Source: an optimization exercise on an open RTL-to-GDS flow (aim: small area). Production flows keep margins and buffers that such runs may drop. In this exercise RTL edits were held to simulation tests only and were not proved equivalent to the original. No activity file was given, so power comes from the tool's default toggle rates. The clock port is modelled as an ideal driver; clocking choices that lean on that would not hold on a real chip.

yarrow:
==> flow/design.v (excerpt) <==
module memcpy_job_queue #(
  parameter int ADDR_WIDTH     = 64,
  parameter int DEPTH_LOG2     = 2,
  parameter int DONE_GUARD     = 2,
  parameter int TIMEOUT_CYCLES = 1048576
) (
  input  logic                  clk,
  input  logic                  rst,
  input  logic                  job_valid,
  output logic                  job_ready,
  input  logic [ADDR_WIDTH-1:0] job_src_addr,
  input  logic [ADDR_WIDTH-1:0] job_tgt_addr,
  input  logic [63:0]           job_len,
  input  logic [7:0]            job_tag,
  output logic [ADDR_WIDTH-1:0] memcpy_src_addr,
  output logic [ADDR_WIDTH-1:0] memcpy_tgt_addr,
  output logic [63:0]           memcpy_len,
  output logic                  memcpy_start,
  input  logic                  memcpy_done,
  output logic                  cmpl_valid,
  input  logic                  cmpl_ready,
  output logic [7:0]            cmpl_tag,
  output logic [1:0]            cmpl_status,
  output logic [DEPTH_LOG2:0]   queue_level,
  output logic                  busy,
  output logic [31:0]           cmpl_count
);
  localparam int                  DEPTH      = 1 << DEPTH_LOG2;
  localparam logic [DEPTH_LOG2:0] FULL_LEVEL = (DEPTH_LOG2+1)'(DEPTH);
  localparam logic [1:0] ST_OK      = 2'b00;
  localparam logic [1:0] ST_ZERO    = 2'b01;
  ...
export LEC_CHECK = 0
export CAP_MARGIN = 20
export CORE_MARGIN = 2
export CORE_UTILIZATION = 65
export CTS_BUF_LIST = sky130_fd_sc_hd__clkbuf_16
export CTS_CLUSTER_DIAMETER = 200
export CTS_CLUSTER_SIZE = 34
export SLEW_MARGIN = 20
create_clock -name core_clock -period 5.0 [get_ports {clk}]
standard.sh (not shown) runs the stock make flow with config.mk's settings and CLKGATE_MAP_FILE= SYNTH_SCRIPT=/design/flow/synth_recipe.tcl, a recipe that flattens the netlist after the stock synthesis.
==> flow/flow/run.sh <==
#!/bin/bash
# Layout flow: the standard flow (standard.sh) with changes that only
# affect cell area:
#  - synthesis maps the logic with the area-oriented ABC script flow/abc_area.script
#    (registers, their names and cell types are those of the standard synthesis);
#  - the port buffers are the smallest buffer cell, sky130_fd_sc_hd__buf_1;
#  - clock-tree synthesis clusters up to 34 sinks per clkbuf_16 leaf buffer and
#    adds no dummy loads.
# Each step's full output goes to a log file in this folder (and ORFS's own
# per-step logs under orfs/logs/).
set -euo pipefail
rm -rf scripts_area
cp -r "$FLOW_HOME/scripts" scripts_area
cp flow/abc_area.script scripts_area/abc_speed.script
bash standard.sh SCRIPTS_DIR="$PWD/scripts_area" synth > synth.log 2>&1
export BUFFER_PORTS_ARGS="-buffer_cell sky130_fd_sc_hd__buf_1"
export CTS_ARGS="-sink_clustering_enable -repair_clock_nets -sink_clustering_size 34 -sink_clustering_max_diameter 200 -buf_list sky130_fd_sc_hd__clkbuf_16 -dont_use_dummy_load"
bash standard.sh > layout.log 2>&1
==> flow/flow/abc_area.script <==
&get -n
&st
&dch
&nf -R 1000 -p
&put
Changes in ember relative to yarrow:
Settings: changing CTS_CLUSTER_SIZE from 34 to 32.
==> flow/flow/run.sh <==
#!/bin/bash
# Layout flow: the standard flow (standard.sh) with changes that only
# affect cell area:
#  - synthesis maps the logic with the area-oriented ABC script flow/abc_area.script
#    (registers, their names and cell types are those of the standard synthesis);
#  - the port buffers are the smallest buffer cell, sky130_fd_sc_hd__buf_1;
#  - clock-tree synthesis clusters up to 32 sinks per clkbuf_16 leaf buffer and
#    adds no dummy loads.
# Each step's full output goes to a log file in this folder (and ORFS's own
# per-step logs under orfs/logs/).
set -euo pipefail
rm -rf scripts_area
cp -r "$FLOW_HOME/scripts" scripts_area
cp flow/abc_area.script scripts_area/abc_speed.script
bash standard.sh SCRIPTS_DIR="$PWD/scripts_area" synth > synth.log 2>&1
export BUFFER_PORTS_ARGS="-buffer_cell sky130_fd_sc_hd__buf_1"
export CTS_ARGS="-sink_clustering_enable -repair_clock_nets -sink_clustering_size 32 -sink_clustering_max_diameter 200 -buf_list sky130_fd_sc_hd__clkbuf_16 -dont_use_dummy_load"
bash standard.sh > layout.log 2>&1
## What came out
- When the final numbers for yarrow and ember were put side by side, the total chip power turned out to be greater in ember.
- For utilization of the core after routing, yarrow and ember come out practically identical.
- On post-DP HPWL, yarrow and ember are basically level.
- For total wire length after detailed routing, ember and yarrow come out practically identical.
- Compared yarrow against ember; global-route usage within noise.
- ember leaves more setup margin than yarrow.

static timing again, ports no longer ideal:
How much do the figures lean on ideal ports? The routed layouts below were timed once more, with nothing changed but the port constraints. Step 1 sets driving cells, clkbuf_16 on the clock port and buf_2 on the other inputs (assumed; they add their load-dependent delay and slew). Step 2 adds t to the input delays and takes it off the output delays; t is the mean of the earliest and latest rising clock arrival at the registers after step 1. Input paths then give back, and output paths get back, about the clock's delay inside the block. Slacks: no drivers / after step 1 / after step 2; pairs: no drivers / after step 1.
| run | t (ns) | setup slack, ns | worst setup path after step 2 | slew at the worst register clock pin (ns) |
|---|---|---|---|---|
| yarrow | 0.650 | 0.337 / 0.337 / -0.096 | input to register | 0.12 / 0.12 |
| ember | 0.647 | 0.354 / 0.354 / -0.099 | input to register | 0.11 / 0.11 |
Met with ideal ports but missed after step 2: setup timing in yarrow and ember. For ember, which loses most, drivers alone change the setup slack by 0.000 ns; drivers and shift together by -0.453 ns.
